Background: an optimization exercise with open tools, aiming at small area. Do not read the settings as production practice.
In this exercise RTL edits were held to simulation tests only and were not proved equivalent to the original.
Power is estimated from default activity; no workload was simulated.

[design/flow/config.mk]
export PLATFORM = sky130hd
export DESIGN_NAME = clk_gen_multi
export DESIGN_NICKNAME = clk_gen_multi
export VERILOG_FILES = /design/flow/design.v
export SDC_FILE = /design/flow/constraint.sdc
export NUM_CORES = 4
export LEC_CHECK = 0
export CAP_MARGIN = 20
export CORE_MARGIN = 2
export CORE_UTILIZATION = 40
export SLEW_MARGIN = 20
[design/flow/constraint.sdc]
create_clock -name core_clock -period 8.0 [get_ports {clk}]
set_input_delay 1.6000 -clock core_clock [delete_from_list [all_inputs] [get_ports {clk}]]
set_output_delay 1.6000 -clock core_clock [all_outputs]
set_load 0.01 [all_outputs]
[design/flow/design.v]
package clk_gen_pkg;
  localparam int CNT_W_DEF = 16;
  typedef logic [CNT_W_DEF-1:0] cnt_t;
  typedef enum logic [1:0] {
    IDLE  = 2'd0,
    PHASE = 2'd1,
    RUN   = 2'd2
  } chan_state_e;
  typedef struct packed {
    cnt_t period;
    cnt_t high;
    cnt_t phase;
  } cfg_s;
  function automatic logic cfg_legal(input int unsigned period,
                                     input int unsigned high,
                                     input int unsigned phase,
                                     input int unsigned ch,
                                     input int unsigned num_ch);
    cfg_legal = (period >= 32'd2) && (high != 32'd0) && (high < period) &&
                (phase < period) && (ch < num_ch);
  endfunction
endpackage
module clk_gen_chan
#(
  parameter int CNT_W      = clk_gen_pkg::CNT_W_DEF,
  parameter int DEF_PERIOD = 10,
  parameter int DEF_HIGH   = 5
) (
  input  logic             clk,
  input  logic             rst_n,
  input  logic             enable,
  input  logic             wr_en,
  input  logic [CNT_W-1:0] wr_period,
  input  logic [CNT_W-1:0] wr_high,
  input  logic [CNT_W-1:0] wr_phase,
  output logic             pending,
  output logic             clk_out,
  output logic             rise_pulse
);
  typedef struct packed {
    logic [CNT_W-1:0] period;
    logic [CNT_W-1:0] high;
    logic [CNT_W-1:0] phase;
  } chan_cfg_t;
  localparam chan_cfg_t CFG_RST = {CNT_W'(DEF_PERIOD), CNT_W'(DEF_HIGH), {CNT_W{1'b0}}};
  clk_gen_pkg::chan_state_e      state_q, state_d;
  logic [CNT_W-1:0] cnt_q, cnt_d;
  chan_cfg_t        act_q, act_d;
  chan_cfg_t        shd_q, shd_d;
  logic             pend_q, pend_d;
  logic             clk_out_q, clk_out_d;
  logic             rise_q, rise_d;
  chan_cfg_t        wr_cfg;
  logic [CNT_W-1:0] idle_period;
  logic [CNT_W-1:0] idle_phase;
  logic [CNT_W-1:0] cnt_inc;
  logic             boundary;
  logic             keep_high;
  logic             commit;
  always_comb begin
    state_d   = state_q;
    cnt_d     = cnt_q;
    act_d     = act_q;
    shd_d     = shd_q;
    pend_d    = pend_q;
    commit    = 1'b0;
    wr_cfg    = {wr_period, wr_high, wr_phase};
    idle_period = wr_en ? wr_period : act_q.period;
    idle_phase  = wr_en ? wr_phase  : act_q.phase;
    cnt_inc   = cnt_q + 1'b1;
    boundary  = (state_q == clk_gen_pkg::RUN) && (cnt_q == act_q.period - 1'b1);
    keep_high = 1'b0;
    case (state_q)
      clk_gen_pkg::IDLE: begin
        cnt_d = '0;
        if (enable) begin
          if (idle_phase == '0) begin
            state_d = clk_gen_pkg::RUN;
            cnt_d   = idle_period - 1'b1;
          end else begin
            state_d = clk_gen_pkg::PHASE;
            cnt_d   = idle_phase - 1'b1;
          end
        end
      end
      clk_gen_pkg::PHASE: begin
        if (!enable) begin
          state_d = clk_gen_pkg::IDLE;
          cnt_d   = '0;
          commit  = 1'b1;
        end else if (cnt_q == '0) begin
          state_d = clk_gen_pkg::RUN;
          cnt_d   = act_q.period - 1'b1;
        end else begin
          cnt_d = cnt_q - 1'b1;
        end
      end
      clk_gen_pkg::RUN: begin
        if (enable || keep_high) begin
          if (boundary) begin
            cnt_d  = '0;
            commit = 1'b1;
          end else begin
            cnt_d = cnt_inc;
          end
        end else begin
          state_d = clk_gen_pkg::IDLE;
          cnt_d   = '0;
          commit  = 1'b1;
        end
      end
      default: begin
        state_d = clk_gen_pkg::IDLE;
        cnt_d   = '0;
      end
    endcase
    if (commit && pend_q) begin
      act_d  = shd_q;
      pend_d = 1'b0;
    end
    if (wr_en) begin
      if ((state_q == clk_gen_pkg::IDLE) || (state_d == clk_gen_pkg::IDLE)) begin
        act_d = wr_cfg;
      end else begin
        shd_d  = wr_cfg;
        pend_d = 1'b1;
      end
    end
    clk_out_d = (state_q == clk_gen_pkg::RUN) && (state_d == clk_gen_pkg::RUN) && (cnt_d < act_d.high);
    rise_d    = clk_out_d && !clk_out_q;
  end
  always_ff @(posedge clk) begin
    if (!rst_n) begin
      state_q   <= clk_gen_pkg::IDLE;
      cnt_q     <= '0;
      act_q     <= CFG_RST;
      shd_q     <= CFG_RST;
      pend_q    <= 1'b0;
      clk_out_q <= 1'b0;
      rise_q    <= 1'b0;
    end else begin
      state_q   <= state_d;
      cnt_q     <= cnt_d;
      act_q     <= act_d;
      shd_q     <= shd_d;
      pend_q    <= pend_d;
      clk_out_q <= clk_out_d;
      rise_q    <= rise_d;
    end
  end
  assign pending    = pend_q;
  assign clk_out    = clk_out_q;
  assign rise_pulse = rise_q;
endmodule
module clk_gen_multi
#(
  parameter int NUM_CH     = 8,
  parameter int CNT_W      = clk_gen_pkg::CNT_W_DEF,
  parameter int DEF_PERIOD = 10,
  parameter int DEF_HIGH   = 5
) (
  input  logic              clk,
  input  logic              rst_n,
  input  logic              cfg_valid,
  output logic              cfg_ready,
  input  logic [((NUM_CH > 1) ? $clog2(NUM_CH) : 1)-1:0] cfg_ch,
  input  logic [CNT_W-1:0]  cfg_period,
  input  logic [CNT_W-1:0]  cfg_high,
  input  logic [CNT_W-1:0]  cfg_phase,
  output logic              cfg_err,
  input  logic [NUM_CH-1:0] enable,
  output logic [NUM_CH-1:0] clk_out,
  output logic [NUM_CH-1:0] rise_pulse
);
  localparam int CH_W = (NUM_CH > 1) ? $clog2(NUM_CH) : 1;
  logic [NUM_CH-1:0]      pending;
  logic [NUM_CH-1:0]      wr_en;
  logic [(1<<CH_W)-1:0]   pending_pad;
  logic                   fire;
  logic                   legal;
  logic                   cfg_err_d, cfg_err_q;
  always_comb begin
    pending_pad             = '0;
    pending_pad[NUM_CH-1:0] = pending;
  end
  assign cfg_ready = ~pending_pad[cfg_ch];
  assign fire          = cfg_valid & cfg_ready;
  assign legal         = clk_gen_pkg::cfg_legal(32'(cfg_period), 32'(cfg_high),
                                   32'(cfg_phase), 32'(cfg_ch), 32'(NUM_CH));
  assign cfg_err_d     = fire & ~legal;
  always_ff @(posedge clk) begin
    if (!rst_n) begin
      cfg_err_q <= 1'b0;
    end else begin
      cfg_err_q <= cfg_err_d;
    end
  end
  assign cfg_err = cfg_err_q;
  for (genvar i = 0; i < NUM_CH; i++) begin : g_ch
    assign wr_en[i] = fire & legal & (cfg_ch == CH_W'(i));
    clk_gen_chan #(
      .CNT_W      (CNT_W),
      .DEF_PERIOD (DEF_PERIOD),
      .DEF_HIGH   (DEF_HIGH)
    ) u_chan (
      .clk        (clk),
      .rst_n      (rst_n),
      .enable     (enable[i]),
      .wr_en      (wr_en[i]),
      .wr_period  (cfg_period),
      .wr_high    (cfg_high),
      .wr_phase   (cfg_phase),
      .pending    (pending[i]),
      .clk_out    (clk_out[i]),
      .rise_pulse (rise_pulse[i])
    );
  end
endmodule
[design/flow/run.sh]
#!/bin/bash
# synth_recipe.tcl (not shown) runs the flow's synth.tcl, then flattens the netlist and writes it again
# the make line also repeats each setting of config.mk as NAME=value (left out here)
make -C /OpenROAD-flow-scripts/flow DESIGN_CONFIG=/design/flow/config.mk WORK_HOME=/design/flow/orfs CLKGATE_MAP_FILE= SYNTH_SCRIPT=/design/flow/synth_recipe.tcl finish
==> qor.yml <==
floorplanning:
  core_area_um2: 149800
  start_util_pct: 40.25
  rows: 142
  io_pins: 80
  fp.dieW_um: 392.2
  die_h_um: 392.2
  die_area_um2: 153800
flow_run:
  maxCapViolCount: 0
timing:
  worst_slack_ns: 0.5979
  fin_skew_ns: 0.03540
  fmax_mhz: 135.1
  whs_ns: 0.4335
  slew_viol_final: 0
  hold_viol: 0
  tns_ns: 0
  rsz0062_at_grt: "no"
  slew_headroom_pct: 22.54
  period_share_pct: 92.53
  worst_pin_slew_ns: 1.162
  min_period_ns: 7.402
  setup_viol: 0
min_path:
  min_path_type: "flip-flop to flip-flop"
  hold_path_depth: 1
final_layout:
  final_common_cell: "nand2_1"
  final_core_util_pct: 44.33
  stdcell_count: 9741
  layout_common_cells: "nand2_1 (1131), dfxtp_1 (937), nor2_1 (847)"
  fillers: 14970
  regArea_um2: 18760
  drive_gt1_share_pct: 8.259
  area_delta_synth_final_pct: 10.14
  finalInstanceArea_um2: 66400
  multi_input_area_um2: 38250
  nets: 7904
grt:
  grt_pass1_vias: 53890
  grt_max_degree: 192
  grt.total_usage_pct: 31.62
  grt_overflow: 0
  grt_pass1_wl_mm: 367.0
  antenna_found_initial: 13
placement:
  dp_hpwl_mm: 175.9
  placedCellCount: 9532
  place_congestion: 0.9971
  place_area_um2: 62740
  io_buffer_count: 79
  pre_cts_slack_ns: -0.03040
pwr:
  p_leak_nw: 26.04
  combinationalPowerShare_pct: 29.1
  vdd_drop_max_mv: 0.1872
  internal_power_mw: 9.222
  power_mw: 14.33
  switching_share_pct: 35.66
  p_clk_share_pct: 35.4
  seqPwrFrac_pct: 35.5
  p_switching_mw: 5.112
  p_per_area_nw_per_um2: 215.9
logic_synthesis:
  yosysSeqAreaShare_pct: 31.11
  synth_cells: 7914
  synth_flop_cell: "dfxtp_1"
  synth_top_cell_area_share_pct: 31.11
  yosysTopAreaCell: "dfxtp_1"
  yosys_warnings: 2
  syn_area_per_cell_um2: 7.618
  netlist_area_um2: 60290
  async_flop_share_pct: 0
  yosys_register_bits: 937
  synth-edff-count: 0
  synth_cell_types: 104
  synth.area.top_cells: "dfxtp_1 (31%), mux2i_1 (7.2%), nand2_1 (7.1%), a21oi_1 (6.1%), nor2_1 (5.3%)"
  syn_nets: 8192
clock_tree:
  post-cts-setup-buffer-count: 0
  clk_latency_ns: 0.75
  ctsRootBufferMaster: "clkbuf_16"
  cts_tree: "built"
  cts-buffers-inserted: 107
  clockBufferDepth: 3
  cts-resized-gates: 0
  clock-sinks: 937
  hold_buffers: 0
  htreeDepth: 3
  clkSlewWorstSetupHoldPaths_ns: 0.06
routing:
  post_drt_wl_per_cell_um: 25.73
  first_pass_iters: 6
  vias: 59370
  drt-vias-per-instance: 6.095
  drc: 0
  ant_nets: 0
  drt_wl_total_mm: 250.7
  drt_iter0_drc: 7260
setup_path:
  cp_max_fo: 36
  start_kind: "input port"
  critical_path.endpoint_type: "flip-flop"
  arrival_ns: 8.08
  r2r_cells: 22
  crit_type: "input port to flip-flop"
  crit_required_ns: 8.68
status:
  outcome: "no timing/DRC/antenna violations"
## cell type report
type | instances | area share, %
Multi-Input combinational cell | 6110 | 57.60
Antenna cell | 12 | 0.04522
Inverter | 119 | 0.6840
Clock inverter | 48 | 0.7952
Tap cell | 2016 | 3.799
Sequential cell | 937 | 28.25
Clock buffer | 148 | 4.613
Timing Repair Buffer | 351 | 4.215
## Yosys cell counts (17+ instances only)
master     count
nand2_1     1139
dfxtp_1      937
nor2_1       854
a21oi_1      734
clkbuf_1     614
mux2i_1      431
o21ai_0      385
xnor2_1      257
a211oi_1     233
ha_1         216
xor2_1       215
nor3_1       173
nand3_1      150
inv_1        116
nor4_1        99
nor2b_1       72
nand4_1       70
o211ai_1      66
and3_1        61
o211a_1       61
or3_1         61
buf_2         56
o22ai_1       52
buf_1         47
nand2b_1      47
and2_1        46
a21o_1        45
a311oi_1      45
or4_1         41
a31oi_1       36
mux2_2        34
or2_2         34
o221ai_1      28
o31ai_1       27
buf_4         25
a2111oi_0     24
a221oi_1      23
nor3b_1       23
nand3b_1      19
o2111ai_1     18
a31o_2        17
and4_1        17
o21a_1        17
## power by group through the flow
stage	Clock [mW]	Sequential [mW]	Combinational [mW]
2_1_floorplan	0	4.98	2.87
3_3_place_gp	0	5.17	4.04
3_5_place_dp	0	5.18	4.05
4_1_cts	5.14	5.07	4.07
5_1_grt	5.33	5.10	4.53
6_report	5.07	5.09	4.17
## metal layers
metal,global-route usage [%],routed length (um),vias to the layer above
li1,-,-,27400
met1,43.58,108300,28650
met2,46.38,104900,2792
met3,7.042,24430,516
met4,14.93,12790,12
met5,1.021,276,-
## flip-flops by register name, indices dropped and copies added, names as in the netlist
signal / count
g_ch.u_chan.shd_q: 384
cfg_err_q: 1
g_ch.u_chan.state_q: 16
g_ch.u_chan.pend_q: 8
g_ch.u_chan.act_q: 384
g_ch.u_chan.clk_out_q: 8
g_ch.u_chan.rise_q: 8
g_ch.u_chan.cnt_q: 128
## critical path: stages
cell and delay [ns]:
clkdlybuf4s50_1 0.57, clkinv_1 0.21, ha_1 0.33, a2111oi_0 0.46, buf_4 0.21, nor3b_1 0.05, nand4b_2 0.26, buf_4 0.34
nor3_2 0.41, nor2_1 0.12, a21oi_1 0.15, ha_1 0.19, inv_1 0.09, or3b_2 0.49, xnor2_1 0.15, a221oi_1 0.26
buf_4 0.18, nor2_1 0.04, ha_1 0.31, a21o_1 0.16, a21oi_1 0.16, nor2_1 0.06, a2111oi_0 0.38, nor2_1 0.09
a2111oi_0 0.37, buf_4 0.19, nand4b_1 0.10, nor2_1 0.11
## path summary, 6_finish.rpt
path | from | end | slack (ns)
max | cfg_period[1] | g_ch[1].u_chan.rise_q$_SDFF_PN0_ | 0.60
min | g_ch[7].u_chan.clk_out_q$_SDFF_PN0_ | g_ch[7].u_chan.rise_q$_SDFF_PN0_ | 0.43
max reg2reg | g_ch[2].u_chan.act_q[32]$_SDFF_PN0_ | g_ch[2].u_chan.rise_q$_SDFF_PN0_ | 1.55
min reg2reg | g_ch[7].u_chan.clk_out_q$_SDFF_PN0_ | g_ch[7].u_chan.rise_q$_SDFF_PN0_ | 0.43
## kinds of logic after synthesis
| group | after synthesis | share of synthesized area [%] |
|---|---|---|
| flops | 937 | 31.11 |
| fa+ha+maj | 216 | 4.483 |
| xor+xnor | 491 | 7.573 |
| buf+inv | 867 | 5.792 |
| mux | 475 | 8.015 |
| compound gates | 1961 | 20.62 |
| simple gates | 2967 | 22.41 |

what the ideal ports hide:
No port has a modelled driver above. Below, the same layout with a new extraction and two added sets of constraints. Step 1: set_driving_cell puts a clkbuf_16 on clk and a buf_2 on each other input, an assumption about the parent block. Step 2 also shifts input and output timing later by t, the mid clock arrival at the registers, as if the neighbouring blocks saw the same clock. Slacks: ideal / step 1 / step 2; pairs: ideal / step 1.
t, ns: 0.809
slack for setup (ns): 0.598 / 0.651 / -0.158
latest minus earliest clock arrival (ns): 0.038 / 0.038
With both steps, setup timing fails in this run, where it was met with ideal ports. For this run, drivers alone change the setup slack by +0.053 ns; drivers and shift together by -0.756 ns.
